What follows belongs to an exercise in optimizing a design on an open flow for small area; a production flow would make more cautious choices. Function was checked by simulation only, so behaviour that the tests miss may differ from the original. Power is estimated from default activity; no workload was simulated. The flow treats the clock pin as an ideal source, which a real chip does not have.

$ cat flow/config.mk
export PLATFORM = sky130hd
export DESIGN_NAME = uart_axil_bridge_top
export DESIGN_NICKNAME = uart_axil_bridge_top
export VERILOG_FILES = /design/flow/design.v
export SDC_FILE = /design/flow/constraint.sdc
export NUM_CORES = 4
export LEC_CHECK = 0
export CAP_MARGIN = 20
export CORE_MARGIN = 2
export CORE_UTILIZATION = 40
export CTS_CLUSTER_DIAMETER = 80
export CTS_CLUSTER_SIZE = 34
export SLEW_MARGIN = 20
$ cat flow/constraint.sdc
create_clock -name core_clock -period 5.0 [get_ports {aclk}]
set_input_delay 1.0000 -clock core_clock [delete_from_list [all_inputs] [get_ports {aclk}]]
set_output_delay 1.0000 -clock core_clock [all_outputs]
set_load 0.01 [all_outputs]
$ cat flow/design.v
`timescale 1ns/1ps
module uart_axil_bridge_top #(
    parameter int N_BANKS       = 4,
    parameter int REGS_PER_BANK = 8,
    parameter int CLKS_PER_BIT  = 8
) (
    input  logic aclk,
    input  logic aresetn,
    input  logic rxd,
    output logic txd
);
    localparam logic [3:0] ST_START = 4'd8;
    localparam logic [3:0] ST_STOP  = 4'd9;
    localparam logic [3:0] ST_PEND  = 4'd10;    
    localparam logic [3:0] ST_ACT   = 4'd11;    
    localparam logic [3:0] ST_CLR   = 4'd12;    
    localparam logic [3:0] ST_IDLE  = 4'd15;
    logic [1:0]   sync;
    logic [6:0]   t;
    logic [7:0]   f [8];
    logic [127:0] g [8];
    logic         rx_busy;
    logic [2:0]   rx_bit;
    logic [3:0]   rx_byte;
    logic         rb;
    logic         cand_wr;        
    logic         op_ok;          
    logic         err;            
    logic [2:0]   lane;           
    logic         cur_wr;
    logic [3:0]   st;
    logic         tx_hdr;
    logic [2:0]   tx_by;
    logic         nb;
    logic         ph0;
    logic         clr;
    logic         pend;
    logic         act;
    logic         rx_wr;
    logic         rx_last;
    logic         ftap;
    logic         fresh;
    logic         txv;
    logic [1:0]   w;
    logic         gout;
    logic         wbit;
    logic         cbit;
    logic         win0;
    logic         g_wr;
    logic         f_cp;
    logic         in_set;
    assign ph0     = t[2:0] == 3'd0;
    assign clr     = st == ST_CLR;
    assign pend    = st == ST_PEND;
    assign act     = st == ST_ACT;
    assign rx_wr   = !rx_byte[3] && t[2:0] == rx_bit;
    assign rx_last = rx_wr && rx_byte[2:0] == 3'd7 && rx_bit == 3'd7;
    always_comb
    begin
        case (rx_byte[2:0])
            3'd0:    in_set = rx_bit >= 3'd5;
            3'd1:    in_set = rx_bit >= 3'd2;
            3'd2,
            3'd3:    in_set = 1'b1;
            default: in_set = 1'b0;
        endcase
    end
    assign w    = {f[0][4], f[0][3]};
    assign gout = g[lane][0];
    assign wbit = f[{1'b1, t[4:3]}][0];
    assign cbit = gout && !err;
    assign win0 = pend && t[4:0] == 5'd31 && t[6:5] == w - 1'b1;
    assign g_wr = act && cur_wr && !err;
    assign f_cp = act && !cur_wr;
    assign ftap  = f[tx_by][0];
    assign fresh = (t[2:0] == st[2:0]) ? ftap : nb;
    always_comb
    begin
        if (st[3])
        begin
            txv = st[2:0] != 3'd0;
        end
        else if (tx_hdr)
        begin
            txv = st[2] ? (cur_wr ^ !st[0]) : err;
        end
        else
        begin
            txv = fresh;
        end
    end
    always_ff @(posedge aclk)
    begin
        sync <= {sync[0], rxd};
        if (!aresetn)
        begin
            t       <= 7'd1;
            rx_busy <= 1'b0;
            rx_bit  <= 3'd7;
            rx_byte <= 4'd15;
            st      <= ST_CLR;
            txd     <= 1'b1;
        end
        else
        begin
            t <= t + 1'b1;
            if (ph0)
            begin
                if (!rx_busy)
                begin
                    rx_busy <= !sync[1];
                end
                else
                begin
                    rx_bit <= rx_bit + 1'b1;
                    if (rx_bit == 3'd6)
                    begin
                        rx_busy <= 1'b0;
                    end
                    if (rx_bit == 3'd7)
                    begin
                        rx_byte <= rx_byte[3] ? {rx_byte[2], 3'd0} : rx_byte + 1'b1;
                    end
                end
                txd <= txv;
            end
            if (rx_last)
            begin
                rx_byte <= 4'd15;
            end
            case (st)
                ST_START:
                begin
                    if (ph0) st <= 4'd0;
                end
                4'd7:
                begin
                    if (ph0) st <= ST_STOP;
                end
                ST_STOP:
                begin
                    if (ph0) st <= (!tx_hdr && tx_by == 3'd7) ? ST_IDLE : ST_START;
                end
                ST_PEND:
                begin
                    if (win0) st <= ST_ACT;
                end
                ST_ACT:
                begin
                    if (t[4:0] == 5'd31) st <= ST_START;
                end
                ST_CLR:
                begin
                    if (t == 7'd0) st <= ST_IDLE;
                end
                4'd0, 4'd1, 4'd2, 4'd3, 4'd4, 4'd5, 4'd6:
                begin
                    if (ph0) st <= st + 1'b1;
                end
                default:
                begin
                    if (rx_last && op_ok) st <= ST_PEND;
                end
            endcase
        end
    end
    always_ff @(posedge aclk)
    begin
        if (ph0 && rx_busy)
        begin
            rb <= sync[1];
        end
        if (rx_wr)
        begin
            if (rx_byte[2:0] == 3'd0 && rx_bit == 3'd0)
            begin
                err <= 1'b0;
            end
            else if (rb && in_set)
            begin
                err <= 1'b1;
            end
        end
        if (win0)
        begin
            lane <= {f[1][2], f[1][1], f[0][5]};
        end
        if (rx_byte == 4'd8 && t[2:0] == rx_bit && rx_bit[2])
        begin
            case (rx_bit[1:0])
                2'd0: begin cand_wr <= !rb; op_ok <= 1'b1; end
                2'd1, 2'd3: op_ok <= op_ok && (rb == cand_wr);
                default: op_ok <= op_ok && (rb != cand_wr);
            endcase
        end
        if (rx_last)
        begin
            cur_wr <= cand_wr;
        end
        if (act && t[4:0] == 5'd31)
        begin
            tx_hdr <= 1'b1;
            tx_by  <= 3'd0;
        end
        else if (ph0 && st == ST_STOP)
        begin
            tx_hdr <= 1'b0;
            if (!tx_hdr)
            begin
                tx_by <= tx_by + 1'b1;
            end
        end
        nb <= fresh;
    end
    always_ff @(posedge aclk)
    begin
        for (int b = 0; b < 8; b++)
        begin
            if (rx_wr && rx_byte[2:0] == 3'(b))
            begin
                f[b] <= {rb, f[b][7:1]};
            end
            else if (f_cp && b >= 4 && t[4:3] == 2'(b - 4))
            begin
                f[b] <= {cbit, f[b][7:1]};
            end
            else
            begin
                f[b] <= {f[b][0], f[b][7:1]};
            end
        end
    end
    always_ff @(posedge aclk)
    begin
        for (int l = 0; l < 8; l++)
        begin
            g[l] <= {clr ? 1'b0 : (g_wr && lane == 3'(l)) ? wbit : g[l][0], g[l][127:1]};
        end
    end
endmodule
$ cat flow/run.sh
#!/bin/bash
# synth_recipe.tcl (not shown) runs the flow's synth.tcl, then flattens the netlist and writes it again
# the make line also repeats each setting of config.mk as NAME=value (left out here)
make -C /OpenROAD-flow-scripts/flow DESIGN_CONFIG=/design/flow/config.mk WORK_HOME=/design/flow/orfs CLKGATE_MAP_FILE= SYNTH_SCRIPT=/design/flow/synth_recipe.tcl finish
==> results of run 1 <==
==> Yosys cell counts, types with 7 or more instances <==
library cell  instances  share of area, %
nor2_1               33              0.51
a21oi_1              11              0.22
nand2_1              30              0.46
ha_1                 24               1.2
xnor2_1               9              0.32
or3_1                 7              0.18
nand3_1              13              0.27
inv_1                17              0.26
edfxtp_1              8              0.98
o21ai_0              12              0.25
nand3b_1              9              0.28
dfxtp_1            1115                91
mux2i_1              13              0.53
==> worst paths after layout <==
path / startpoint / endpoint / slack [ns] / depth (start not counted)
setup reg to reg: st[0]$_SDFFE_PN0P_ / st[2]$_SDFFE_PN1P_ / 2.55 / 7
hold / removal: g[7][45]$_DFF_P_ / g[7][44]$_DFF_P_ / 0.32 / 0
setup / recovery: st[0]$_SDFFE_PN0P_ / st[2]$_SDFFE_PN1P_ / 2.55 / 7
hold reg to reg: g[7][45]$_DFF_P_ / g[7][44]$_DFF_P_ / 0.32 / 0
==> area by class of cell <==
| class | count | area share, % |
|---|---|---|
| multi-input cells | 250 | 6.667 |
| repair buffers | 3 | 0.1128 |
| clock buffers | 45 | 3.992 |
| flip-flops and latches | 1123 | 84.78 |
| inverters | 18 | 0.2539 |
| clock inverters | 6 | 0.5172 |
| well taps | 782 | 3.677 |
==> power groups by stage <==
stage,sequential [mW],combinational (mW),clock [mW]
6_report,9.02,0.291,4.08
2_1_floorplan,9.20,0.255,0
3_3_place_gp,9.23,0.290,0
4_1_cts,9.02,0.291,4.24
3_5_place_dp,9.23,0.289,0
5_1_grt,9.03,0.325,4.58
==> logic make-up (layout without fill, tap and decap cells) <==
logic type	after synthesis	after routing	synth area share, %
flip-flops	1123	1123	92.17
AND/OR/NAND/NOR	135	135	3.036
XOR/XNOR	14	14	0.5010
buffers and inverters	30	72	0.5776
AO/OA/AOI/OAI	59	59	1.677
adder cells (fa/ha/maj)	24	24	1.227
multiplexers	18	18	0.8076
==> flip-flops by register name, summed over array words and instances, names as in the netlist <==
register  flops
g          1024
f            64
t             7
rx_byte       4
st            4
lane          3
rx_bit        3
tx_by         3
sync          2
cand_wr       1
cur_wr        1
err           1
nb            1
op_ok         1
rb            1
rx_busy       1
tx_hdr        1
txd           1
==> layer usage <==
layer / global-route usage, % / vias to the layer above
met3: 1.791 / 59
met2: 10.95 / 73
li1: - / 4479
met4: 3.776 / 0
met5: 0 / -
met1: 13.48 / 4008
==> layout by cell type, fill, tap and decap left out, drive strengths merged, types with 6 or more instances in the layout <==
cell / Yosys / final
dfxtp: 1115 / 1115
nand3: 14 / 14
inv: 17 / 19
mux2i: 13 / 13
nand3b: 10 / 10
xnor2: 9 / 9
a31oi: 6 / 6
o21ai: 12 / 12
clkbuf: 6 / 45
nor3: 6 / 6
edfxtp: 8 / 8
ha: 24 / 24
a21oi: 11 / 11
nand2: 30 / 30
nor2: 33 / 33
nand2b: 6 / 6
or3: 7 / 7
==> stage by stage <==
stage,cells,instance area [um2],utilization [%],power (mW),hold WS (ns)
floorplan,1403,24480,-,9.457,0.3096
global placement,2176,25410,42.02,9.516,0.3100
detailed placement,2176,25410,42.02,9.515,0.3121
CTS,2227,26610,44.01,13.56,0.3199
global route,2227,26610,44.01,13.93,0.3282
finish,2227,26610,44.01,13.40,0.3211
==> flow_summary_export.csv, run 1 <==
group,metric,value,unit
setup_path,required,5.46,ns
power_and_ir_drop,leakage,10.43,nW
logic_synthesis,synthCells,1403,
cts,post_cts.repair.setup_buffers,0,
run_status,outcome,"no timing/DRC/antenna violations",
global_routing,first_global_vias,8471,
power_and_ir_drop,p_int,10.69,mW
setup_path,crit_path_max_incr_delay,0.50,ns
sta,fin_setup_tns,0,ns
sta,slew_headroom,55.80,%
cts,clk_pin_slew,0.11,ns
die,core,0.06047,mm2
placed_design,gp_congestion,0.7624,
finish,num-fill-cells,5133,
setup_path,worst-path-max-fanout,10,
cts,clockBufferDepth,3,
global_routing,grt_max_degree,36,
finish,drive_above_1_share,4.360,%
logic_synthesis,postSynthAreaPerCell,17.45,um2
drt,viasPerCell,3.870,
sta,fin_crit,2.454,ns
die,die-area,0.06319,mm2
finish,area_growth,8.721,%
sta,max_slew.worst_pin.slew,0.6541,ns
finish,n_antenna_cell,0,
setup_path,startpoint_type,"flip-flop",
cts,clk_latency,0.59,ns
logic_synthesis,syn_nets,1430,
drt,vias,8619,
power_and_ir_drop,p_seq_share,67.4,%
die,pin_count,4,
logic_synthesis,synth_edf_count,8,
global_routing,grt_usage,8.527,%
die,die_w,251.4,um
logic_synthesis,ys.flop_type,"dfxtp_1",
power_and_ir_drop,p_comb_share,2.2,%
setup_path,path_cells,"inv_1 > ha_1 > and3_1 > o41a_1 > o22ai_2 > nand3_2 > a221o_1",
setup_path,crit_type,"reg -> reg",
drt,met1_length,15.09,mm
logic_synthesis,yosysWarnings,3,
setup_path,critPathSlowestCell,"dfxtp_1",
power_and_ir_drop,p_per_area,503.3,mW/mm2
finish,multi_input_area,0.001774,mm2
cts,cts.hold.buffers_added,0,
drt,dr.pass1.iters,4,
logic_synthesis,ys_ff_latch,1123,
drt,drtIter0Drc,478,
setup_path,critPathTopFamily,"compound AO/OA/AOI/OAI gates",
drt,met3_length,949,um
setup_path,endpoint_kind,"flip-flop",
drt,wl,26.14,mm
power_and_ir_drop,swShare,20.16,%
die,initial_core_util,40.48,%
sta,rsz0062_at_grt,"false",
cts,cts.sinks,1123,
drt,top_layer_used,"met4",
cts,ctsResizeCount,0,
logic_synthesis,yosysSeqAreaShare,92.17,%
drt,ant_nets,0,
power_and_ir_drop,ir_worst_vdd,0.2418,mV
finish,fin_nets,1464,
placed_design,dp_hpwl,13.91,mm
logic_synthesis,async_flop_share,0,%
sta,fmax,0.4075,GHz
global_routing,grt_pass1_wl,44.24,mm
cts,cts_inserted_buffers,41,
die,die_y,251.4,um
sta,finClkSkew,0.02677,ns
drt,drc,0,
power_and_ir_drop,clockPowerShare,30.5,%
setup_path,cp_num_buf_inv,1,
cts,cts-root-buf,"clkbuf_16",
sta,hold_violations,0,
global_routing,grt_remaining_overflow,0,
die,rows,90,
drt,wl_met2,9.262,mm
job,drv_cap,0,
sta,slew_violations,0,
cts,htreeDepth,2,
logic_synthesis,mappedNetlistArea,0.02448,mm2
sta,finalSetupViolations,0,
setup_path,crit_arrival,2.92,ns
power_and_ir_drop,power.switching,2.700,mW
cts,tritoncts,"built",
finish,seq_area,0.02256,mm2
drt,wl_per_cell,11.74,um
logic_synthesis,ys_types,63,
sta,period_share,49.07,%
placed_design,dp_slack,1.990,ns
placed_design,io_buffer_count,3,
worst_hold_path,min_path_type,"reg -> reg",
sta,setup_ws,2.546,ns
global_routing,antenna_found_initial,0,
==> run 2: changes to the inputs <==
==> flow/flow/run.sh (new file) <==
#!/bin/bash
# Standard ORFS layout with two changes: synthesis leaves adders to abc
# (no half/full adder cells), and clock tree synthesis adds no dummy loads.
set -euo pipefail
bash standard.sh ADDER_MAP_FILE= \
    CTS_ARGS="-sink_clustering_enable -repair_clock_nets -sink_clustering_size 34 -sink_clustering_max_diameter 80 -dont_use_dummy_load" \
    finish > make_finish.log 2>&1
==> flow/standard.sh (new file) <==
#!/bin/bash
# synth_recipe.tcl (not shown) runs the flow's synth.tcl, then flattens the netlist and writes it again
# the make line also repeats each setting of config.mk as NAME=value (left out here)
make -C /OpenROAD-flow-scripts/flow DESIGN_CONFIG=/design/flow/config.mk WORK_HOME=/design/flow/orfs CLKGATE_MAP_FILE= SYNTH_SCRIPT=/design/flow/synth_recipe.tcl "${@:-finish}"
removed: flow/run.sh
==> run 2 against run 1 <==
Clock-buffer cell count fell by 2. Routed wire length is 1.2% lower. Combinational power fell by 11%. Flip-flop and latch count stayed put. Sequential power grew 0.6%. Critical path type unchanged. Largest cell class unchanged. Largest power group unchanged.
==> flow_summary_export.csv, run 2 <==
group,metric,value,unit
logic_synthesis,yosys.area.top_type_share,92.17,%
sta,slew_headroom,45.93,%
logic_synthesis,postSynthAreaPerCell,17.60,um2
cts,tritoncts,"built",
die,die_y,250.1,um
logic_synthesis,synth_edf_count,8,
sta,fmax,0.4127,GHz
drt,wl,25.84,mm
global_routing,grt_pass1_wl,43.86,mm
global_routing,grt_max_degree,35,
finish,area_growth,8.168,%
die,core,0.06013,mm2
placed_design,dp_hpwl,13.23,mm
sta,hold_violations,0,
finish,layout_common_cells,"dfxtp_1, clkbuf_16, nand2_1",
run_status,outcome,"no timing/DRC/antenna violations",
drt,drc,0,
placed_design,gp_congestion,0.6878,
sta,finClkSkew,0.05813,ns
logic_synthesis,async_flop_share,0,%
logic_synthesis,synth_common_cells,"dfxtp_1, nand2_1, nor2_1, clkbuf_1, o21ai_0",
global_routing,antenna_found_initial,0,
die,die-area,0.06253,mm2
logic_synthesis,mappedNetlistArea,0.02422,mm2
setup_path,endpoint_kind,"flip-flop",
setup_path,required,5.53,ns
cts,cts_inserted_buffers,43,
setup_path,worst-path-max-fanout,21,
logic_synthesis,yosysSeqAreaShare,93.16,%
drt,drtIter0Drc,413,
setup_path,crit_type,"reg -> reg",
sta,fin_setup_tns,0,ns
finish,fin_nets,1404,
logic_synthesis,synthMostInstantiatedCell,"dfxtp_1",
finish,final_common_cell,"dfxtp_1",
cts,clk_latency,0.58,ns
drt,viasPerCell,3.884,
die,pin_count,4,
sta,fin_crit,2.423,ns
sta,max_slew.worst_pin.slew,0.8099,ns
logic_synthesis,ys.flop_type,"dfxtp_1",
setup_path,startpoint_type,"flip-flop",
logic_synthesis,yosysWarnings,3,
global_routing,first_global_vias,8306,
power_and_ir_drop,p_per_area,506.1,mW/mm2
die,die_w,250.1,um
setup_path,path_cells,"nand4b_1 > or2_2 > or3_1 > o21ai_0 > mux2_2",
global_routing,grt_remaining_overflow,0,
sta,period_share,48.46,%
sta,slew_violations,0,
logic_synthesis,synthCells,1376,
drt,vias,8470,
cts,cts-root-buf,"clkbuf_16",
drt,wl_per_cell,11.85,um
worst_hold_path,min_path_type,"reg -> reg",
placed_design,io_buffer_count,3,
cts,cts.sinks,1123,
cts,htreeDepth,2,
logic_synthesis,synth_area_leaders,"dfxtp_1, edfxtp_1, mux2i_1",
sta,hold_ws,0.2720,ns
setup_path,reg2reg_depth,5,
drt,dr.pass1.iters,5,
drt,ant_nets,0,
global_routing,grt_usage,8.549,%
logic_synthesis,ys_types,56,
logic_synthesis,yosys.area.top_type,"dfxtp_1",
finish,num-fill-cells,5244,
cts,post_cts.repair.setup_buffers,0,
finish,top_regs,"g: 1024 flops, f: 64 flops, t: 7 flops",
setup_path,crit_arrival,2.96,ns
worst_hold_path,whs_path_depth,0,
die,initial_core_util,40.27,%
sta,finalSetupViolations,0,
job,drv_cap,0,
die,rows,90,
power_and_ir_drop,leakage,10.19,nW
setup_path,critPathSlowestCell,"dfxtp_1",
setup_path,crit_path_max_incr_delay,0.85,ns
finish,drive_above_1_share,4.432,%
cts,clockBufferDepth,3,
cts,clk_pin_slew,0.11,ns
finish,largest_reg_flops,1024,
finish,largest-register,"g",
finish,n_antenna_cell,0,
power_and_ir_drop,ir_worst_vdd,0.2412,mV
cts,cts.hold.buffers_added,0,
logic_synthesis,ys_ff_latch,1123,
sta,rsz0062_at_grt,"false",
cts,ctsResizeCount,0,
logic_synthesis,syn_nets,1379,
## run 2: metal layers
metal	up-vias	global-route usage, %	wire length, um
met4	0	3.559	748
met2	69	10.93	9279
met3	53	1.995	963
met5	-	0	0
li1	4375	-	-
met1	3973	13.56	14840
## run 2: area by class of cell
class                   count  area [um2]  share of cell area (%)
inverters                   5       18.77                 0.07165
multi-input cells         224        1523                   5.813
clock buffers              43        1076                   4.108
flip-flops and latches   1123       22560                   86.13
well taps                 782       978.4                   3.735
repair buffers              4       37.54                  0.1433
## run 2: per-stage QoR
step                utilization (%)  total power, mW  cells  area (um2)  worst slack (ns)
floorplan                         -            9.455   1376       24220             3.151
global placement              41.77            9.541   2138       25120             2.481
detailed placement            41.77            9.534   2138       25120             2.460
CTS                           43.56            13.43   2181       26200             2.548
global route                  43.56            13.75   2181       26200             2.369
finish                        43.56            13.26   2181       26200             2.577
## run 2: power breakdown
part	switching (mW)	internal (mW)	total, mW
Sequential	0.0932	8.98	9.07
Combinational	0.134	0.126	0.260
Clock	2.37	1.56	3.93
Total	2.60	10.7	13.3
## run 2: worst paths after layout
| path | from | endpoint | slack [ns] |
|---|---|---|---|
| max | st[1]$_SDFFE_PN0P_ | f[5][7]$_DFF_P_ | 2.58 |
| max reg2reg | st[1]$_SDFFE_PN0P_ | f[5][7]$_DFF_P_ | 2.58 |
| min reg2reg | f[1][6]$_DFF_P_ | f[1][5]$_DFF_P_ | 0.27 |
| min | f[1][6]$_DFF_P_ | f[1][5]$_DFF_P_ | 0.27 |
## run 2: kinds of logic after synthesis
logic type | Yosys count | synth area share (%)
XOR/XNOR | 18 | 0.6510
adder cells (fa/ha/maj) | 1 | 0.04133
buffers and inverters | 29 | 0.5477
AO/OA/AOI/OAI | 55 | 1.483
multiplexers | 24 | 1.235
AND/OR/NAND/NOR | 126 | 2.878
flip-flops | 1123 | 93.16
## run 2: critical path: cells and delay by family, from the launching register on
kind,cells,cell delay [ns]
AND/OR/NAND/NOR,3,1.09
multiplexers,1,0.19
flip-flops,1,0.85
AO/OA/AOI/OAI,1,0.26
==> run 3: changes to the inputs <==
--- a/flow/design.v
+++ b/flow/design.v
@@ -10,10 +10,10 @@
     output logic txd
 );
-    localparam logic [3:0] ST_START = 4'd8;
-    localparam logic [3:0] ST_STOP  = 4'd9;
+    localparam logic [3:0] ST_START = 4'd15;
+    localparam logic [3:0] ST_STOP  = 4'd8;
     localparam logic [3:0] ST_PEND  = 4'd10;    
     localparam logic [3:0] ST_ACT   = 4'd11;    
     localparam logic [3:0] ST_CLR   = 4'd12;    
-    localparam logic [3:0] ST_IDLE  = 4'd15;
+    localparam logic [3:0] ST_IDLE  = 4'd14;
     logic [1:0]   sync;
     logic [6:0]   t;
@@ -28,8 +28,6 @@
     logic         err;            
     logic [2:0]   lane;           
-    logic         cur_wr;
     logic [3:0]   st;
-    logic         tx_hdr;
-    logic [2:0]   tx_by;
+    logic [3:0]   tx_by;
     logic         nb;
     logic         ph0;
@@ -70,8 +68,8 @@
     assign wbit = f[{1'b1, t[4:3]}][0];
     assign cbit = gout && !err;
-    assign win0 = pend && t[4:0] == 5'd31 && t[6:5] == w - 1'b1;
-    assign g_wr = act && cur_wr && !err;
-    assign f_cp = act && !cur_wr;
-    assign ftap  = f[tx_by][0];
+    assign win0 = pend && t[4:0] == 5'd31 && t[6:5] == w;
+    assign g_wr = act && cand_wr && !err;
+    assign f_cp = act && !cand_wr;
+    assign ftap  = f[tx_by[2:0]][0];
     assign fresh = (t[2:0] == st[2:0]) ? ftap : nb;
     always_comb
@@ -79,9 +77,9 @@
         if (st[3])
         begin
-            txv = st[2:0] != 3'd0;
-        end
-        else if (tx_hdr)
-        begin
-            txv = st[2] ? (cur_wr ^ !st[0]) : err;
+            txv = st != ST_START;
+        end
+        else if (tx_by[3])
+        begin
+            txv = !st[2] ? err : (st[1:0] == 2'd0) ? !cand_wr : !txd;
         end
         else
@@ -98,5 +96,5 @@
             rx_busy <= 1'b0;
             rx_bit  <= 3'd7;
-            rx_byte <= 4'd15;
+            rx_byte <= 4'd14;
             st      <= ST_CLR;
             txd     <= 1'b1;
@@ -120,5 +118,5 @@
                     if (rx_bit == 3'd7)
                     begin
-                        rx_byte <= rx_byte[3] ? {rx_byte[2], 3'd0} : rx_byte + 1'b1;
+                        rx_byte <= rx_byte + 1'b1;
                     end
                 end
@@ -127,18 +125,10 @@
             if (rx_last)
             begin
-                rx_byte <= 4'd15;
+                rx_byte <= 4'd14;
             end
             case (st)
-                ST_START:
-                begin
-                    if (ph0) st <= 4'd0;
-                end
-                4'd7:
-                begin
-                    if (ph0) st <= ST_STOP;
-                end
                 ST_STOP:
                 begin
-                    if (ph0) st <= (!tx_hdr && tx_by == 3'd7) ? ST_IDLE : ST_START;
+                    if (ph0) st <= (tx_by == 4'd7) ? ST_IDLE : ST_START;
                 end
                 ST_PEND:
@@ -154,5 +144,5 @@
                     if (t == 7'd0) st <= ST_IDLE;
                 end
-                4'd0, 4'd1, 4'd2, 4'd3, 4'd4, 4'd5, 4'd6:
+                ST_START, 4'd0, 4'd1, 4'd2, 4'd3, 4'd4, 4'd5, 4'd6, 4'd7:
                 begin
                     if (ph0) st <= st + 1'b1;
@@ -186,5 +176,5 @@
             lane <= {f[1][2], f[1][1], f[0][5]};
         end
-        if (rx_byte == 4'd8 && t[2:0] == rx_bit && rx_bit[2])
+        if (rx_byte == 4'd15 && t[2:0] == rx_bit && rx_bit[2])
         begin
             case (rx_bit[1:0])
@@ -194,20 +184,11 @@
             endcase
         end
-        if (rx_last)
-        begin
-            cur_wr <= cand_wr;
-        end
         if (act && t[4:0] == 5'd31)
         begin
-            tx_hdr <= 1'b1;
-            tx_by  <= 3'd0;
+            tx_by <= 4'd15;
         end
         else if (ph0 && st == ST_STOP)
         begin
-            tx_hdr <= 1'b0;
-            if (!tx_hdr)
-            begin
-                tx_by <= tx_by + 1'b1;
-            end
+            tx_by <= tx_by + 1'b1;
         end
         nb <= fresh;
==> flow/flow/run.sh (replaced) <==
#!/bin/bash
# The standard ORFS layout (standard.sh) with three changes:
# - synthesis maps the combinational logic for area (flow/mysynth.tcl) and
#   leaves adders to abc instead of half/full adder cells;
# - clock tree synthesis inserts no dummy loads.
# All of make's output goes to make_finish.log; ORFS keeps each step's log
# under orfs/logs/.
set -euo pipefail
export FLOW_WORK="$PWD"
bash standard.sh ADDER_MAP_FILE= SYNTH_SCRIPT="$PWD/flow/mysynth.tcl" \
    CTS_ARGS="-sink_clustering_enable -repair_clock_nets -sink_clustering_size 34 -sink_clustering_max_diameter 100 -dont_use_dummy_load" \
    finish > make_finish.log 2>&1
==> flow/flow/mysynth.tcl (new file) <==
# synth_recipe.tcl (the standard synthesis) with only the technology mapping of
# the combinational logic changed: abc runs an area-oriented script instead of
# ORFS's delay-oriented one. Flip-flops are mapped before abc runs, so the
# registers, their names and their cells are the standard synthesis's.
proc abc {args} {
  set out {}
  set i 0
  while {$i < [llength $args]} {
    set a [lindex $args $i]
    if {$a eq "-script" || $a eq "-constr" || $a eq "-D"} {
      incr i 2
      continue
    }
    lappend out $a
    incr i
  }
  yosys abc {*}$out -script "+strash;&get,-n;&st;&syn2;&dch,-f;&nf,-R,1000;&put;"
}
source $::env(FLOW_WORK)/synth_recipe.tcl
--- a/flow/config.mk
+++ b/flow/config.mk
@@ -8,6 +8,5 @@
 export CAP_MARGIN = 20
 export CORE_MARGIN = 2
-export CORE_UTILIZATION = 40
-export CTS_CLUSTER_DIAMETER = 80
-export CTS_CLUSTER_SIZE = 34
+export CORE_UTILIZATION = 65
+export PLACE_DENSITY = 0.75
 export SLEW_MARGIN = 20
==> run 3 against run 2 <==
Non-clock buffer count is 1 lower. Sequential share of layout area is 2.8 points higher. Largest cell class unchanged. Largest power group unchanged. Critical path depth is 5 higher. Critical endpoint is now st[2]$_SDFFE_PN1P_. Still clean on timing, DRC and antenna.
==> flow_summary_export.csv, run 3 <==
group,metric,value,unit
logic_synthesis,ys.flop_type,"dfxtp_1",
placed_design,dp_hpwl,13.73,mm
die,pin_count,4,
power_and_ir_drop,power.switching,2.480,mW
logic_synthesis,synth_edf_count,7,
die,die_y,195.3,um
job,drv_cap,0,
global_routing,antenna_found_initial,0,
power_and_ir_drop,ir_worst_vdd,0.3719,mV
global_routing,grt_usage,15.33,%
finish,area_growth,6.588,%
finish,fin_nets,1380,
logic_synthesis,mappedNetlistArea,0.02378,mm2
global_routing,grt_remaining_overflow,0,
worst_hold_path,min_path_type,"reg -> reg",
logic_synthesis,yosysSeqAreaShare,94.75,%
power_and_ir_drop,leakage,9.963,nW
power_and_ir_drop,p_comb_share,1.2,%
sta,slew_violations,0,
sta,hold_ws,0.2950,ns
logic_synthesis,synth_adder_area_share,0,%
finish,largest-register,"g",
placed_design,gp_congestion,0.7644,
cts,clk_pin_slew,0.12,ns
logic_synthesis,synth_simple_gate_area_share,2.415,%
setup_path,crit_type,"reg -> reg",
logic_synthesis,async_flop_share,0,%
logic_synthesis,yosysWarnings,3,
sta,max_slew.worst_pin.slew,0.6175,ns
drt,vias,8309,
logic_synthesis,postSynthAreaPerCell,17.83,um2
die,die_w,195.3,um
logic_synthesis,ys_ff_latch,1122,
sta,fin_setup_tns,0,ns
finish,design_area,0.02535,mm2
cts,clockBufferDepth,3,
logic_synthesis,synth_top_family_by_area,"simple AND/OR/NAND/NOR gates",
drt,wl,27.99,mm
setup_path,reg2reg_depth,10,
die,rows,70,
run_status,outcome,"no timing/DRC/antenna violations",
sta,hold_violations,0,
logic_synthesis,muxShareOfSynthArea,0.6630,%
cts,tritoncts,"built",
logic_synthesis,synth_area_leaders,"dfxtp_1, edfxtp_1, a21oi_1",
placed_design,io_buffer_count,3,
finish,drive_above_1_share,2.982,%
sta,finalSetupViolations,0,
power_and_ir_drop,p_int,10.42,mW
die,core,0.03635,mm2
logic_synthesis,synthCells,1334,
finish,top_regs,"g: 1024 flops, f: 64 flops, t: 7 flops",
finish,n_antenna_cell,0,
logic_synthesis,ys_types,34,
sta,finClkSkew,0.04462,ns
drt,wl_per_cell,15.19,um
finish,num-fill-cells,2216,
finish,largest_reg_flops,1024,
power_and_ir_drop,swShare,19.22,%
cts,cts-root-buf,"clkbuf_16",
sta,fmax,0.3394,GHz
cts,post_cts.repair.setup_buffers,0,
drt,drc,0,
die,initial_core_util,65.42,%
cts,cts_inserted_buffers,38,
logic_synthesis,synth_compound_area_share,1.547,%
sta,fin_crit,2.946,ns
power_and_ir_drop,p_seq_share,69.9,%
finish,finish.utilization,69.73,%
logic_synthesis,yosys.area.top_type_share,93.87,%
cts,cts.sinks,1122,
drt,ant_nets,0,
placed_design,placed_area,0.02439,mm2
finish,final_common_cell,"dfxtp_1",
drt,dr.pass1.iters,4,
sta,period_share,58.93,%
global_routing,first_global_vias,8672,
logic_synthesis,yosys.area.top_type,"dfxtp_1",
cts,ctsResizeCount,0,
logic_synthesis,synthMostInstantiatedCell,"dfxtp_1",
setup_path,crit_arrival,3.35,ns
setup_path,required,5.41,ns
global_routing,grt_max_degree,35,
logic_synthesis,synth-xor-area-share,0.5893,%
finish,layout_common_cells,"dfxtp_1, clkbuf_16, nor2_1",
sta,rsz0062_at_grt,"false",
power_and_ir_drop,p_per_area,509.1,mW/mm2
power_and_ir_drop,clockPowerShare,28.9,%
setup_path,worst-path-max-fanout,10,
logic_synthesis,syn_nets,1337,
die,die-area,0.03813,mm2
setup_path,startpoint_type,"flip-flop",
global_routing,grt_pass1_wl,45.94,mm
setup_path,endpoint_kind,"flip-flop",
worst_hold_path,whs_path_depth,0,
sta,slew_headroom,58.52,%
cts,cts.hold.buffers_added,0,
logic_synthesis,synth_common_cells,"dfxtp_1, nor2_1, a21oi_1, nand2_1, o21ai_0",
drt,drtIter0Drc,389,
drt,viasPerCell,4.508,
cts,clk_latency,0.58,ns
cts,htreeDepth,2,
-- run 3: cell types whose count changed in the layout (fill, tap and decap cells not counted), sizes merged, moves of 5 or more --
cell,before,now
nand3,9,15
a21oi,7,28
mux2,7,0
clkbuf,43,38
o21ai,15,20
nor2,20,33
inv,5,0
nand2,32,26
-- run 3: worst paths after layout --
check	slack [ns]	start	end
worst min-delay path	0.29	g[6][112]$_DFF_P_	g[6][111]$_DFF_P_
worst min register to register	0.29	g[6][112]$_DFF_P_	g[6][111]$_DFF_P_
worst max-delay path	2.05	rx_bit[0]$_SDFFE_PN1P_	st[2]$_SDFFE_PN1P_
worst max register to register	2.05	rx_bit[0]$_SDFFE_PN1P_	st[2]$_SDFFE_PN1P_
-- run 3: through the flow --
stage	std cells	setup WS [ns]	power, mW
finish	1843	2.054	12.90
global route	1843	1.636	13.31
CTS	1843	2.067	13.00
detailed placement	1805	2.106	9.370
global placement	1805	2.222	9.367
floorplan	1334	2.642	9.329
-- run 3: critical path: stages (launching register included) --
cell and delay [ns]:
dfxtp_1 0.55, xnor2_1 0.16, nand3_1 0.15, nor3b_1 0.49, nand3_1 0.20, nor2_1 0.24, a2111oi_0 0.17, nor3_1 0.49
o21ai_0 0.19, nand2_1 0.10, nand3_1 0.07
-- run 3: layout make-up --
cell class                      count  area, um2  area share [%]
Tap cell                          468      585.6           2.310
Multi-Input combinational cell    210       1240           4.892
Timing Repair Buffer                3      30.03          0.1185
Sequential cell                  1122      22530           88.90
Clock buffer                       38      950.9           3.752
Inverter                            2      7.507         0.02962
-- run 3: cells by family after synthesis --
group                  count (synthesis)
AND/OR/NAND/NOR                      118
multiplexers                          12
buffers and inverters                  2
AO/OA/AOI/OAI                         64
flip-flops                          1122
XOR/XNOR                              16
-- run 3: metal layers --
metal | part of all wire, % | up-vias | track usage, %
met5 | 0 | - | 0
met4 | 2.3 | 0 | 4.495
met3 | 2.7 | 49 | 2.522
met2 | 43 | 87 | 23.86
met1 | 51 | 3896 | 22.50
li1 | - | 4277 | -
-- run 3: power by group through the flow --
stage | clock (mW) | sequential (mW) | combinational, mW
3_5_place_dp | 0 | 9.22 | 0.150
5_1_grt | 4.11 | 9.03 | 0.172
2_1_floorplan | 0 | 9.21 | 0.121
6_report | 3.73 | 9.02 | 0.152
4_1_cts | 3.83 | 9.02 | 0.151
3_3_place_gp | 0 | 9.22 | 0.147
==> run 4: changes to the inputs <==
--- a/flow/flow/run.sh
+++ b/flow/flow/run.sh
@@ -9,4 +9,4 @@
 export FLOW_WORK="$PWD"
 bash standard.sh ADDER_MAP_FILE= SYNTH_SCRIPT="$PWD/flow/mysynth.tcl" \
-    CTS_ARGS="-sink_clustering_enable -repair_clock_nets -sink_clustering_size 34 -sink_clustering_max_diameter 100 -dont_use_dummy_load" \
+    CTS_ARGS="-sink_clustering_enable -repair_clock_nets -sink_clustering_size 36 -sink_clustering_max_diameter 60 -dont_use_dummy_load" \
     finish > make_finish.log 2>&1
==> run 4 against run 3 <==
Non-clock buffer count did not move. Combinational power barely moved. Largest cell class unchanged. Clock-buffer cell count rose by 3. Clock skew rose by 0.039 ns. Worst setup slack got worse by 0.011 ns. Utilization rose by 0.21 points. Critical path type unchanged. Worst hold slack got worse by 0.0077 ns. Critical endpoint unchanged.
==> flow_summary_export.csv, run 4 <==
group,metric,value,unit
run_status,outcome,"no timing/DRC/antenna violations",
logic_synthesis,ys_ff_latch,1122,
logic_synthesis,ys.flop_type,"dfxtp_1",
cts,htreeDepth,2,
drt,wl_per_cell,15.35,um
finish,layout_common_cells,"dfxtp_1, clkbuf_16, nor2_1",
die,rows,70,
drt,wl_met2,12.04,mm
finish,largest-register,"g",
setup_path,startpoint_type,"flip-flop",
sta,setup_ws,2.043,ns
setup_path,crit_type,"reg -> reg",
sta,hold_violations,0,
global_routing,first_global_vias,8593,
logic_synthesis,yosysSeqAreaShare,94.75,%
setup_path,path_cells,"xnor2_1 > nand3_1 > nor3b_1 > nand3_1 > nor2_1 > a2111oi_0 > nor3_1 > o21ai_0 > nand2_1 > nand3_1",
sta,slew_headroom,57.52,%
logic_synthesis,synthCells,1334,
cts,clockBufferDepth,3,
setup_path,reg2reg_depth,10,
setup_path,endpoint_kind,"flip-flop",
drt,drc,0,
placed_design,dp_slack,2.106,ns
cts,cts_inserted_buffers,41,
sta,fin_crit,2.957,ns
global_routing,grt_usage,15.55,%
finish,multi_input_area,0.001240,mm2
logic_synthesis,yosys.area.top_type,"dfxtp_1",
sta,period_share,59.14,%
placed_design,dp_hpwl,13.73,mm
logic_synthesis,async_flop_share,0,%
setup_path,critPathTopFamily,"simple AND/OR/NAND/NOR gates",
finish,area_growth,6.903,%
worst_hold_path,min_path_type,"reg -> reg",
cts,ctsResizeCount,0,
power_and_ir_drop,leakage,10.00,nW
cts,cts-root-buf,"clkbuf_16",
logic_synthesis,synth_area_leaders,"dfxtp_1, edfxtp_1, a21oi_1",
power_and_ir_drop,ir_worst_vdd,0.3755,mV
setup_path,required,5.37,ns
die,die_w,195.3,um
logic_synthesis,postSynthAreaPerCell,17.83,um2
finish,fin_nets,1383,
finish,largest_reg_flops,1024,
sta,max_slew.worst_pin.slew,0.6324,ns
logic_synthesis,yosysWarnings,3,
finish,finish.utilization,69.94,%
logic_synthesis,syn_nets,1337,
sta,fmax,0.3382,GHz
setup_path,critPathSlowestCell,"dfxtp_1",
drt,ant_nets,0,
drt,wl,28.34,mm
drt,met3_length,872,um
power_and_ir_drop,p_per_area,512.7,mW/mm2
global_routing,antenna_found_initial,0,
worst_hold_path,hold_path_end,"g[2][9]$_DFF_P_",
setup_path,cp_num_buf_inv,0,
drt,top_layer_used,"met4",
setup_path,r2r_start,"rx_bit[0]$_SDFFE_PN1P_",
sta,fin_setup_tns,0,ns
cts,tritoncts,"built",
cts,post_cts.repair.setup_buffers,0,
finish,seq_area,0.02253,mm2
job,drv_cap,0,
setup_path,ff2ff_setup_slack,2.04,ns
placed_design,gp_congestion,0.7644,
placed_design,io_buffer_count,3,
logic_synthesis,ys_types,34,
die,core,0.03635,mm2
die,pin_count,4,
sta,slew_violations,0,
logic_synthesis,mappedNetlistArea,0.02378,mm2
drt,viasPerCell,4.479,
sta,finalSetupViolations,0,
setup_path,worst-path-max-fanout,10,
die,initial_core_util,65.42,%
setup_path,crit_path_max_incr_delay,0.53,ns
setup_path,cp_common_cell,"nand3_1",
worst_hold_path,min_from,"g[2][10]$_DFF_P_",
finish,top_regs,"g: 1024 flops, f: 64 flops, t: 7 flops",
logic_synthesis,synth_edf_count,7,
drt,drtIter0Drc,366,
worst_hold_path,whs_path_depth,0,
sta,finClkSkew,0.08329,ns
global_routing,grt_pass1_wl,45.98,mm
drt,vias,8268,
die,die_y,195.3,um
finish,num-fill-cells,2203,
drt,met1_length,14.71,mm
logic_synthesis,synthMostInstantiatedCell,"dfxtp_1",
logic_synthesis,yosys.area.top_type_share,93.87,%
drt,dr.pass1.iters,5,
setup_path,crit_arrival,3.32,ns
power_and_ir_drop,fin_total_pwr,13.03,mW
sta,rsz0062_at_grt,"false",
cts,cts.hold.buffers_added,0,
sta,hold_ws,0.2873,ns
finish,final_common_cell,"dfxtp_1",
logic_synthesis,synth_common_cells,"dfxtp_1, nor2_1, a21oi_1, nand2_1, o21ai_0",
cts,cts.sinks,1122,
cts,clk_pin_slew,0.12,ns
die,die-area,0.03813,mm2
finish,n_antenna_cell,0,
setup_path,r2r-end,"st[2]$_SDFFE_PN1P_",
global_routing,grt_max_degree,37,
global_routing,grt_remaining_overflow,0,
finish,drive_above_1_share,3.193,%
cts,clk_latency,0.60,ns
## run 4: cell counts after synthesis
Identical to the previous run, type by type.
## run 4: kinds of logic (layout without fill, tap and decap cells)
family / Yosys count / count (layout) / share of synthesized area [%]
DFF: 1122 / 1122 / 94.75
and+or+nand+nor: 118 / 118 / 2.415
AOI/OAI and AO/OA: 64 / 64 / 1.547
muxes: 12 / 12 / 0.6630
xor gates and xnor gates: 16 / 16 / 0.5893
buffers and inverters: 2 / 46 / 0.03158
## run 4: stage by stage
stage / instance area, um2 / cells
final: 25420 / 1846
after global routing: 25420 / 1846
after CTS: 25420 / 1846
after detailed placement: 24390 / 1805
after global placement: 24390 / 1805
after floorplan: 23780 / 1334
## run 4: how the worst max path moves through the flow
stage,startpoint,to,slack (ns),depth (start not counted)
6_report,rx_bit[0]$_SDFFE_PN1P_,st[2]$_SDFFE_PN1P_,2.04,10
3_3_place_gp,rx_bit[0]$_SDFFE_PN1P_,st[2]$_SDFFE_PN1P_,2.22,10
4_1_cts,rx_bit[0]$_SDFFE_PN1P_,st[2]$_SDFFE_PN1P_,2.05,10
5_1_grt,rx_bit[0]$_SDFFE_PN1P_,st[2]$_SDFFE_PN1P_,1.61,10
3_5_place_dp,rx_bit[0]$_SDFFE_PN1P_,st[2]$_SDFFE_PN1P_,2.11,10
2_1_floorplan,rx_bit[0]$_SDFFE_PN1P_,st[2]$_SDFFE_PN1P_,2.64,10
## run 4: cell type report
class | instances | area share (%)
flip-flops and latches | 1122 | 88.64
multi-input cells | 210 | 4.878
clock buffers | 41 | 4.036
well taps | 468 | 2.303
repair buffers | 3 | 0.1181
inverters | 2 | 0.02953
## run 4: worst register-to-register path: cells and delay by family (launching register included)
kind / cells / cell delay, ns
AND/OR/NAND/NOR: 7 / 1.75
XOR/XNOR: 1 / 0.16
AO/OA/AOI/OAI: 2 / 0.36
flip-flops: 1 / 0.53
## run 4: per-layer routing
metal  GRT usage [%]  vias up
met3           2.694       45
met1           22.86     3839
li1                -     4288
met2           23.57       96
met4           5.626        0
met5               0        -
## run 4: where the power goes
group / switching (mW) / internal (mW) / total [mW] / leakage, nW
registers: 0.0508 / 8.97 / 9.02 / 9.05
logic: 0.0872 / 0.0643 / 0.151 / 0.442
clock network: 2.37 / 1.49 / 3.86 / 0.505
total: 2.51 / 10.5 / 13.0 / 10.0
==> run 5: changes to the inputs <==
--- a/flow/flow/run.sh
+++ b/flow/flow/run.sh
@@ -9,4 +9,4 @@
 export FLOW_WORK="$PWD"
 bash standard.sh ADDER_MAP_FILE= SYNTH_SCRIPT="$PWD/flow/mysynth.tcl" \
-    CTS_ARGS="-sink_clustering_enable -repair_clock_nets -sink_clustering_size 36 -sink_clustering_max_diameter 60 -dont_use_dummy_load" \
+    CTS_ARGS="-sink_clustering_enable -repair_clock_nets -sink_clustering_size 34 -sink_clustering_max_diameter 100 -dont_use_dummy_load -root_buf sky130_fd_sc_hd__clkbuf_8 -buf_list {sky130_fd_sc_hd__clkbuf_8 sky130_fd_sc_hd__clkbuf_16} -sink_clustering_buffer sky130_fd_sc_hd__clkbuf_16" \
     finish > make_finish.log 2>&1
==> run 5 against run 4 <==
Cell area fell by 0.52%. Still clean. First-iteration DRC count decreased by 13%. Sequential power is essentially flat. Sequential share of layout area increased by 0.46 points. Fmax fell by 0.40%. Clock power fell by 6.2%. Cell count shrank 0.16%. Critical path type unchanged. Register-to-register slack barely moved. Largest power group unchanged. Flip-flop and latch count unchanged.
==> flow_summary_export.csv, run 5 <==
group,metric,value,unit
drt,wl_per_cell,14.96,um
setup_path,cp_common_cell,"nand3_1",
setup_path,r2r-end,"st[2]$_SDFFE_PN1P_",
logic_synthesis,synth_simple_gate_area_share,2.415,%
sta,fmax,0.3368,GHz
logic_synthesis,syn_nets,1337,
power_and_ir_drop,power.switching,2.471,mW
finish,num-fill-cells,2237,
die,core,0.03635,mm2
setup_path,crit_path_max_incr_delay,0.55,ns
logic_synthesis,yosysSeqAreaShare,94.75,%
logic_synthesis,yosys.area.top_type_share,93.87,%
cts,htreeDepth,2,
logic_synthesis,synth-xor-area-share,0.5893,%
drt,ant_nets,0,
finish,top_regs,"g: 1024 flops, f: 64 flops, t: 7 flops",
setup_path,crit_arrival,3.44,ns
setup_path,startpoint_type,"flip-flop",
power_and_ir_drop,clockPowerShare,28.3,%
power_and_ir_drop,p_seq_share,70.5,%
setup_path,reg2reg_depth,10,
sta,fin_setup_tns,0,ns
sta,hold_violations,0,
finish,largest_reg_flops,1024,
finish,finish.utilization,69.58,%
drt,dr.pass1.iters,5,
logic_synthesis,yosysWarnings,3,
die,die_y,195.3,um
logic_synthesis,synthMostInstantiatedCell,"dfxtp_1",
placed_design,gp_congestion,0.7644,
cts,clk_pin_slew,0.12,ns
placed_design,io_buffer_count,3,
sta,hold_ws,0.2661,ns
global_routing,grt_remaining_overflow,0,
logic_synthesis,ys_ff_latch,1122,
power_and_ir_drop,p_comb_share,1.2,%
finish,drive_above_1_share,2.982,%
cts,post_cts.repair.setup_buffers,0,
worst_hold_path,hold_path_end,"g[6][111]$_DFF_P_",
die,pin_count,4,
logic_synthesis,synth_top_family_by_area,"simple AND/OR/NAND/NOR gates",
setup_path,endpoint_kind,"flip-flop",
die,die-area,0.03813,mm2
sta,fin_crit,2.969,ns
finish,final_common_cell,"dfxtp_1",
logic_synthesis,mappedNetlistArea,0.02378,mm2
die,rows,70,
setup_path,crit_type,"reg -> reg",
cts,cts.hold.buffers_added,0,
logic_synthesis,synth_area_leaders,"dfxtp_1, edfxtp_1, a21oi_1",
logic_synthesis,muxShareOfSynthArea,0.6630,%
power_and_ir_drop,ir_worst_vdd,0.3712,mV
drt,vias,8240,
sta,max_slew.worst_pin.slew,0.6228,ns
finish,layout_common_cells,"dfxtp_1, nor2_1, clkbuf_16",
die,die_w,195.3,um
drt,drtIter0Drc,317,
power_and_ir_drop,swShare,19.31,%
setup_path,ff2ff_setup_slack,2.03,ns
global_routing,antenna_found_initial,0,
global_routing,first_global_vias,8602,
drt,drc,0,
cts,clk_latency,0.67,ns
cts,cts.sinks,1122,
finish,fin_nets,1380,
run_status,outcome,"no timing/DRC/antenna violations",
cts,clockBufferDepth,3,
global_routing,grt_usage,15.13,%
global_routing,grt_pass1_wl,45.33,mm
setup_path,r2r_start,"rx_bit[0]$_SDFFE_PN1P_",
drt,wl,27.57,mm
logic_synthesis,ys.flop_type,"dfxtp_1",
logic_synthesis,async_flop_share,0,%
placed_design,dp_hpwl,13.73,mm
logic_synthesis,synthCells,1334,
power_and_ir_drop,p_int,10.32,mW
setup_path,required,5.47,ns
sta,finClkSkew,0.07444,ns
logic_synthesis,ys_types,34,
cts,cts_inserted_buffers,38,
finish,area_growth,6.351,%
sta,period_share,59.38,%
logic_synthesis,yosys.area.top_type,"dfxtp_1",
sta,slew_headroom,57.41,%
logic_synthesis,synth_edf_count,7,
sta,slew_violations,0,
worst_hold_path,min_path_type,"reg -> reg",
cts,ctsResizeCount,0,
power_and_ir_drop,leakage,9.937,nW
setup_path,critPathSlowestCell,"dfxtp_1",
finish,largest-register,"g",
cts,cts-root-buf,"clkbuf_8",
worst_hold_path,min_from,"g[6][112]$_DFF_P_",
logic_synthesis,synth_compound_area_share,1.547,%
setup_path,path_cells,"xnor2_1 > nand3_1 > nor3b_1 > nand3_1 > nor2_1 > a2111oi_0 > nor3_1 > o21ai_0 > nand2_1 > nand3_1",
worst_hold_path,whs_path_depth,0,
sta,rsz0062_at_grt,"false",
cts,tritoncts,"built",
drt,viasPerCell,4.471,
power_and_ir_drop,p_per_area,505.8,mW/mm2
logic_synthesis,synth_adder_area_share,0,%
finish,n_antenna_cell,0,
die,initial_core_util,65.42,%
sta,finalSetupViolations,0,
logic_synthesis,synth_common_cells,"dfxtp_1, nor2_1, a21oi_1, nand2_1, o21ai_0",
job,drv_cap,0,
setup_path,worst-path-max-fanout,10,
logic_synthesis,postSynthAreaPerCell,17.83,um2
global_routing,grt_max_degree,35,
## run 5: logic make-up after synthesis
family	after synthesis
AND/OR/NAND/NOR	118
buffers and inverters	2
AO/OA/AOI/OAI	64
flip-flops	1122
XOR/XNOR	16
multiplexers	12
## run 5: worst max path at each step
stage                                 startpoint            endpoint  slack (ns)
after floorplan           rx_bit[0]$_SDFFE_PN1P_  st[2]$_SDFFE_PN1P_        2.64
after detailed placement  rx_bit[0]$_SDFFE_PN1P_  st[2]$_SDFFE_PN1P_        2.11
after global placement    rx_bit[0]$_SDFFE_PN1P_  st[2]$_SDFFE_PN1P_        2.22
final                     rx_bit[0]$_SDFFE_PN1P_  st[2]$_SDFFE_PN1P_        2.03
after CTS                 rx_bit[0]$_SDFFE_PN1P_  st[2]$_SDFFE_PN1P_        2.07
after global routing      rx_bit[0]$_SDFFE_PN1P_  st[2]$_SDFFE_PN1P_        1.64
## run 5: power by group through the flow
| stage | logic [mW] | clock network (mW) | registers [mW] |
|---|---|---|---|
| final | 0.152 | 3.62 | 9.02 |
| after global routing | 0.172 | 4.00 | 9.03 |
| after CTS | 0.151 | 3.71 | 9.02 |
| after detailed placement | 0.150 | 0 | 9.22 |
| after global placement | 0.147 | 0 | 9.22 |
| after floorplan | 0.121 | 0 | 9.21 |
## run 5: critical path, delay by kind of cell (launching register included)
family,cells,cell delay (ns)
simple gates,7,1.75
flops,1,0.55
compound gates,2,0.36
xor+xnor,1,0.16
## run 5: area by class of cell
class,count,area [um2],share of cell area (%)
well taps,468,585.6,2.315
clock buffers,38,894.6,3.537
inverters,2,7.507,0.02969
flip-flops and latches,1122,22530,89.10
repair buffers,3,30.03,0.1187
multi-input cells,210,1240,4.903
## run 5: per-stage QoR
| stage | total power, mW | instance area [um2] | std cells | worst slack, ns |
|---|---|---|---|---|
| after CTS | 12.88 | 25290 | 1843 | 2.067 |
| after global placement | 9.367 | 24390 | 1805 | 2.222 |
| after floorplan | 9.329 | 23780 | 1334 | 2.642 |
| final | 12.79 | 25290 | 1843 | 2.031 |
| after detailed placement | 9.370 | 24390 | 1805 | 2.106 |
| after global routing | 13.20 | 25290 | 1843 | 1.636 |
## run 5: layer usage
metal	share of wire [%]	GRT usage (%)
met1	53	22.42
met2	42	22.95
met3	3.3	2.936
met4	1.7	4.467
met5	0	0
==> run 6: changes to the inputs <==
--- a/flow/flow/run.sh
+++ b/flow/flow/run.sh
@@ -9,4 +9,4 @@
 export FLOW_WORK="$PWD"
 bash standard.sh ADDER_MAP_FILE= SYNTH_SCRIPT="$PWD/flow/mysynth.tcl" \
-    CTS_ARGS="-sink_clustering_enable -repair_clock_nets -sink_clustering_size 34 -sink_clustering_max_diameter 100 -dont_use_dummy_load -root_buf sky130_fd_sc_hd__clkbuf_8 -buf_list {sky130_fd_sc_hd__clkbuf_8 sky130_fd_sc_hd__clkbuf_16} -sink_clustering_buffer sky130_fd_sc_hd__clkbuf_16" \
+    CTS_ARGS="-sink_clustering_enable -repair_clock_nets -sink_clustering_size 34 -sink_clustering_max_diameter 80 -dont_use_dummy_load" \
     finish > make_finish.log 2>&1
--- a/flow/config.mk
+++ b/flow/config.mk
@@ -8,5 +8,6 @@
 export CAP_MARGIN = 20
 export CORE_MARGIN = 2
-export CORE_UTILIZATION = 65
-export PLACE_DENSITY = 0.75
+export CORE_UTILIZATION = 40
+export CTS_CLUSTER_DIAMETER = 80
+export CTS_CLUSTER_SIZE = 34
 export SLEW_MARGIN = 20
==> run 6 against run 5 <==
Combinational power is essentially flat. Register-to-register slack lost 0.15 ns. Clock skew shrank 0.015 ns. Flip-flop and latch count is the same. Clock-buffer cell count grew 1. Cell count grew 17%. Critical endpoint unchanged. Highest routed layer unchanged.
==> flow_summary_export.csv, run 6 <==
group,metric,value,unit
logic_synthesis,mappedNetlistArea,0.02378,mm2
sta,fin_crit,3.116,ns
setup_path,required,5.37,ns
logic_synthesis,ys_ff_latch,1122,
finish,drive_above_1_share,3.052,%
run_status,outcome,"no timing/DRC/antenna violations",
cts,post_cts.repair.setup_buffers,0,
drt,wl_per_cell,11.34,um
logic_synthesis,async_flop_share,0,%
sta,period_share,62.32,%
finish,area_growth,8.298,%
global_routing,grt_remaining_overflow,0,
sta,setup_ws,1.884,ns
global_routing,first_global_vias,8151,
worst_hold_path,min_path_type,"reg -> reg",
logic_synthesis,yosys.area.top_type_share,93.87,%
logic_synthesis,synthCells,1334,
die,rows,89,
setup_path,endpoint_kind,"flip-flop",
finish,largest-register,"g",
drt,drtIter0Drc,379,
placed_design,dp_slack,1.927,ns
logic_synthesis,ys.flop_type,"dfxtp_1",
sta,slew_headroom,46.34,%
drt,drc,0,
logic_synthesis,yosysSeqAreaShare,94.75,%
finish,final_common_cell,"dfxtp_1",
global_routing,grt_usage,8.297,%
sta,hold_violations,0,
logic_synthesis,yosys.area.top_type,"dfxtp_1",
power_and_ir_drop,ir_worst_vdd,0.3505,mV
sta,fmax,0.3209,GHz
drt,dr.pass1.iters,4,
sta,fin_setup_tns,0,ns
power_and_ir_drop,leakage,9.975,nW
placed_design,placed_cells,2110,
logic_synthesis,postSynthAreaPerCell,17.83,um2
sta,rsz0062_at_grt,"false",
setup_path,crit_arrival,3.48,ns
finish,n_antenna_cell,0,
drt,vias,8347,
cts,htreeDepth,2,
power_and_ir_drop,fin_total_pwr,12.89,mW
logic_synthesis,synth_common_cells,"dfxtp_1, nor2_1, a21oi_1, nand2_1, o21ai_0",
logic_synthesis,synth_edf_count,7,
die,die_w,247.8,um
sta,hold_ws,0.3051,ns
die,pin_count,4,
placed_design,gp_congestion,0.7104,
placed_design,dp_hpwl,12.63,mm
logic_synthesis,yosysWarnings,3,
global_routing,grt_pass1_wl,41.49,mm
cts,cts.hold.buffers_added,0,
cts,clockBufferDepth,3,
logic_synthesis,synth_area_leaders,"dfxtp_1, edfxtp_1, a21oi_1",
finish,finish.utilization,43.72,%
cts,cts-root-buf,"clkbuf_16",
placed_design,placed_area,0.02478,mm2
sta,max_slew.worst_pin.slew,0.7987,ns
setup_path,crit_type,"reg -> reg",
drt,viasPerCell,3.884,
cts,tritoncts,"built",
finish,fin_nets,1381,
cts,clk_pin_slew,0.11,ns
setup_path,worst-path-max-fanout,10,
finish,layout_common_cells,"dfxtp_1, clkbuf_16, nor2_1",
global_routing,antenna_found_initial,1,
finish,largest_reg_flops,1024,
logic_synthesis,ys_types,34,
cts,clk_latency,0.57,ns
placed_design,io_buffer_count,3,
finish,top_regs,"g: 1024 flops, f: 64 flops, t: 7 flops",
cts,ctsResizeCount,0,
finish,design_area,0.02575,mm2
sta,finalSetupViolations,0,
die,die-area,0.06141,mm2
cts,cts.sinks,1122,
logic_synthesis,syn_nets,1337,
die,initial_core_util,40.37,%
sta,finClkSkew,0.05963,ns
die,die_y,247.8,um
drt,ant_nets,0,
global_routing,grt_max_degree,35,
finish,stdcell_count,2149,
logic_synthesis,synthMostInstantiatedCell,"dfxtp_1",
job,drv_cap,0,
drt,wl,24.38,mm
die,core,0.05891,mm2
setup_path,startpoint_type,"flip-flop",
cts,cts_inserted_buffers,39,
sta,slew_violations,0,
power_and_ir_drop,p_per_area,500.7,mW/mm2
## run 6: cell counts after synthesis
Identical to the previous run, type by type.
## run 6: layout make-up
cell class | count | area [um2]
tap | 773 | 967.2
multi-input combinational | 210 | 1240
fill | 5139 | 33160
timing repair buffer | 3 | 30.03
clock buffer | 39 | 975.9
inverter | 2 | 7.507
sequential | 1122 | 22530
## run 6: final timing paths
| path | startpoint | end | cells after the start | slack (ns) |
|---|---|---|---|---|
| max | rx_bit[0]$_SDFFE_PN1P_ | st[2]$_SDFFE_PN1P_ | 10 | 1.88 |
| max reg2reg | rx_bit[0]$_SDFFE_PN1P_ | st[2]$_SDFFE_PN1P_ | 10 | 1.88 |
| min reg2reg | f[4][1]$_DFF_P_ | f[4][0]$_DFF_P_ | 0 | 0.31 |
| min | f[4][1]$_DFF_P_ | f[4][0]$_DFF_P_ | 0 | 0.31 |
## run 6: per-layer routing
layer  GRT usage (%)  share of wire [%]  vias up  wire [um]
met4           3.628                3.1        0        758
met3           1.838                3.4       48        826
met5               0                  0        -          0
met2           10.77                 36       71       8877
met1           12.97                 57     3949      13920
li1                -                  -     4279          -
## run 6: logic make-up after synthesis
| family | Yosys count | synth area share (%) |
|---|---|---|
| AND/OR/NAND/NOR | 118 | 2.415 |
| multiplexers | 12 | 0.6630 |
| buffers and inverters | 2 | 0.03158 |
| flip-flops | 1122 | 94.75 |
| XOR/XNOR | 16 | 0.5893 |
| AO/OA/AOI/OAI | 64 | 1.547 |
## run 6: critical path, stage by stage (launching register included)
cell	delay [ns]
dfxtp_1	0.54
xnor2_1	0.16
nand3_1	0.18
nor3b_1	0.55
nand3_1	0.22
nor2_1	0.25
a2111oi_0	0.17
nor3_1	0.53
o21ai_0	0.18
nand2_1	0.10
nand3_1	0.07
## run 6: power breakdown
part           internal [mW]  switching (mW)
registers               8.97          0.0564
logic                 0.0643          0.0877
clock network           1.42            2.30
==> run 7: changes to the inputs <==
--- a/flow/flow/run.sh
+++ b/flow/flow/run.sh
@@ -9,4 +9,4 @@
 export FLOW_WORK="$PWD"
 bash standard.sh ADDER_MAP_FILE= SYNTH_SCRIPT="$PWD/flow/mysynth.tcl" \
-    CTS_ARGS="-sink_clustering_enable -repair_clock_nets -sink_clustering_size 34 -sink_clustering_max_diameter 80 -dont_use_dummy_load" \
+    CTS_ARGS="-sink_clustering_enable -repair_clock_nets -sink_clustering_size 34 -sink_clustering_max_diameter 100 -dont_use_dummy_load -root_buf sky130_fd_sc_hd__clkbuf_4 -buf_list {sky130_fd_sc_hd__clkbuf_4 sky130_fd_sc_hd__clkbuf_16} -sink_clustering_buffer sky130_fd_sc_hd__clkbuf_16" \
     finish > make_finish.log 2>&1
--- a/flow/config.mk
+++ b/flow/config.mk
@@ -8,6 +8,5 @@
 export CAP_MARGIN = 20
 export CORE_MARGIN = 2
-export CORE_UTILIZATION = 40
-export CTS_CLUSTER_DIAMETER = 80
-export CTS_CLUSTER_SIZE = 34
+export CORE_UTILIZATION = 65
+export PLACE_DENSITY = 0.75
 export SLEW_MARGIN = 20
==> run 7 against run 6 <==
Sequential power about the same. Cell area down 1.9%. Register-to-register slack better by 0.18 ns. Via count down 0.95%. Synthesized cell count unchanged. Non-clock buffer count unchanged. Routed wire length up 13%. Critical endpoint unchanged. Largest cell class unchanged.
==> flow_summary_export.csv, run 7 <==
group,metric,value,unit
run_status,outcome,"no timing/DRC/antenna violations",
finish,largest-register,"g",
drt,vias,8268,
global_routing,grt_usage,15.07,%
logic_synthesis,synth_edf_count,7,
logic_synthesis,synthMostInstantiatedCell,"dfxtp_1",
finish,top_regs,"g: 1024 flops, f: 64 flops, t: 7 flops",
finish,fin_nets,1380,
logic_synthesis,yosysWarnings,3,
setup_path,crit_arrival,3.55,ns
sta,max_slew.worst_pin.slew,0.6051,ns
logic_synthesis,synthCells,1334,
logic_synthesis,ys_ff_latch,1122,
sta,slew_headroom,58.62,%
global_routing,grt_pass1_wl,45.25,mm
finish,drive_above_1_share,2.982,%
power_and_ir_drop,p_per_area,503.5,mW/mm2
die,die_w,195.3,um
drt,ant_nets,0,
placed_design,gp_congestion,0.7644,
sta,period_share,58.68,%
die,die_y,195.3,um
die,initial_core_util,65.42,%
cts,clk_latency,0.85,ns
finish,stdcell_count,1844,
sta,fin_setup_tns,0,ns
die,pin_count,4,
sta,fmax,0.3408,GHz
sta,hold_violations,0,
logic_synthesis,mappedNetlistArea,0.02378,mm2
sta,finClkSkew,0.1158,ns
drt,drtIter0Drc,395,
power_and_ir_drop,fin_total_pwr,12.72,mW
drt,viasPerCell,4.484,
drt,wl,27.67,mm
sta,slew_violations,0,
logic_synthesis,ys_types,34,
logic_synthesis,synth_area_leaders,"dfxtp_1, edfxtp_1, a21oi_1",
logic_synthesis,postSynthAreaPerCell,17.83,um2
global_routing,first_global_vias,8538,
cts,clockBufferDepth,3,
drt,wl_met2,11.82,mm
cts,cts-root-buf,"clkbuf_4",
power_and_ir_drop,ir_worst_vdd,0.3697,mV
cts,ctsResizeCount,0,
die,core,0.03635,mm2
finish,layout_common_cells,"dfxtp_1, nor2_1, clkbuf_16",
die,rows,70,
finish,final_common_cell,"dfxtp_1",
logic_synthesis,yosysSeqAreaShare,94.75,%
logic_synthesis,synth_common_cells,"dfxtp_1, nor2_1, a21oi_1, nand2_1, o21ai_0",
drt,met1_length,14.46,mm
sta,hold_ws,0.2205,ns
sta,fin_crit,2.934,ns
logic_synthesis,ys.flop_type,"dfxtp_1",
logic_synthesis,syn_nets,1337,
sta,rsz0062_at_grt,"false",
finish,num-fill-cells,2236,
worst_hold_path,min_path_type,"reg -> reg",
cts,cts.sinks,1122,
finish,largest_reg_flops,1024,
setup_path,crit_type,"reg -> reg",
drt,wl_per_cell,15.00,um
setup_path,startpoint_type,"flip-flop",
drt,drc,0,
die,die-area,0.03813,mm2
global_routing,antenna_found_initial,1,
cts,clk_pin_slew,0.12,ns
cts,htreeDepth,2,
setup_path,worst-path-max-fanout,10,
logic_synthesis,async_flop_share,0,%
cts,cts.hold.buffers_added,0,
placed_design,io_buffer_count,3,
power_and_ir_drop,leakage,9.925,nW
finish,area_growth,6.230,%
cts,tritoncts,"built",
drt,dr.pass1.iters,6,
job,drv_cap,0,
drt,top_layer_used,"met4",
setup_path,required,5.61,ns
placed_design,dp_hpwl,13.73,mm
global_routing,grt_remaining_overflow,0,
logic_synthesis,yosys.area.top_type_share,93.87,%
drt,met3_length,864,um
cts,cts_inserted_buffers,38,
cts,post_cts.repair.setup_buffers,0,
placed_design,placed_cells,1805,
sta,finalSetupViolations,0,
logic_synthesis,yosys.area.top_type,"dfxtp_1",
setup_path,endpoint_kind,"flip-flop",
global_routing,grt_max_degree,35,
[run 7: cell counts after synthesis]
No cell type changed its count.
[run 7: worst max-delay path, cell delays in order, from the launching register on]
cell	delay [ns]
dfxtp_1	0.55
xnor2_1	0.16
nand3_1	0.14
nor3b_1	0.48
nand3_1	0.20
nor2_1	0.23
a2111oi_0	0.17
nor3_1	0.49
o21ai_0	0.19
nand2_1	0.10
nand3_1	0.07
[run 7: final timing paths]
kind	from	endpoint	slack, ns	cells after the start
max	rx_bit[0]$_SDFFE_PN1P_	st[2]$_SDFFE_PN1P_	2.07	10
min	g[6][109]$_DFF_P_	g[6][108]$_DFF_P_	0.22	0
max reg2reg	rx_bit[0]$_SDFFE_PN1P_	st[2]$_SDFFE_PN1P_	2.07	10
min reg2reg	g[6][109]$_DFF_P_	g[6][108]$_DFF_P_	0.22	0
[run 7: final cells by class]
cell class | instances | area (um2) | share of cell area [%]
well taps | 468 | 585.6 | 2.318
multi-input cells | 210 | 1240 | 4.909
clock buffers | 38 | 863.3 | 3.418
inverters | 2 | 7.507 | 0.02972
flip-flops and latches | 1122 | 22530 | 89.20
diodes | 1 | 2.502 | 0.009906
repair buffers | 3 | 30.03 | 0.1189
[run 7: layer usage]
metal / track usage, % / up-vias
met5: 0 / -
li1: - / 4272
met2: 23.04 / 94
met1: 22.27 / 3861
met4: 4.326 / 0
met3: 2.850 / 41
[run 7: metrics by stage]
step | cell area [um2] | util (%) | worst slack, ns
finish | 25260 | 69.50 | 2.066
global route | 25260 | 69.50 | 1.636
CTS | 25260 | 69.49 | 2.067
detailed placement | 24390 | 67.12 | 2.106
global placement | 24390 | 67.12 | 2.222
floorplan | 23780 | - | 2.642
[run 7: logic make-up (layout without fill, tap and decap cells)]
kind of cell    Yosys count  in the layout  synth area share [%]
compound gates           64             64                 1.547
xor+xnor                 16             16                0.5893
buf+inv                   2             43               0.03158
flops                  1122           1122                 94.75
mux                      12             12                0.6630
other cells               0              1                     0
simple gates            118            118                 2.415
[run 7: power breakdown]
part           internal, mW  leakage (nW)  total (mW)  switching, mW
Clock                  1.22         0.430        3.55           2.32
Combinational        0.0643         0.442       0.153         0.0888
Sequential             8.97          9.05        9.02         0.0502

[port drivers added, routing unchanged]
In the flow no input, the clock included, has a driving cell. The finished layouts below were timed again as built, in two steps. Step 1 assumes that a clkbuf_16 drives the clock port and a buf_2 every other input. Step 2 also shifts input and output timing later by t, the mid clock arrival at the registers, as if the neighbouring blocks saw the same clock. Slacks: ideal ports / drivers / drivers and shift; pairs: ideal ports / drivers.
| run | t (ns) | setup slack, ns | worst register clock-pin slew, ns |
|---|---|---|---|
| run 1 | 0.632 | 2.546 / 2.505 / 2.005 | 0.12 / 0.12 |
| run 2 | 0.617 | 2.577 / 2.549 / 2.455 | 0.11 / 0.11 |
| run 3 | 0.601 | 2.054 / 2.054 / 2.054 | 0.12 / 0.12 |
| run 4 | 0.610 | 2.043 / 2.043 / 2.043 | 0.12 / 0.12 |
| run 5 | 0.677 | 2.031 / 2.031 / 2.031 | 0.12 / 0.12 |
| run 6 | 0.597 | 1.884 / 1.884 / 1.884 | 0.11 / 0.11 |
| run 7 | 0.840 | 2.066 / 2.066 / 2.066 | 0.12 / 0.12 |
After both steps every run listed still meets setup and hold. For run 1, which loses most, drivers alone change the setup slack by -0.041 ns; drivers and shift together by -0.541 ns.
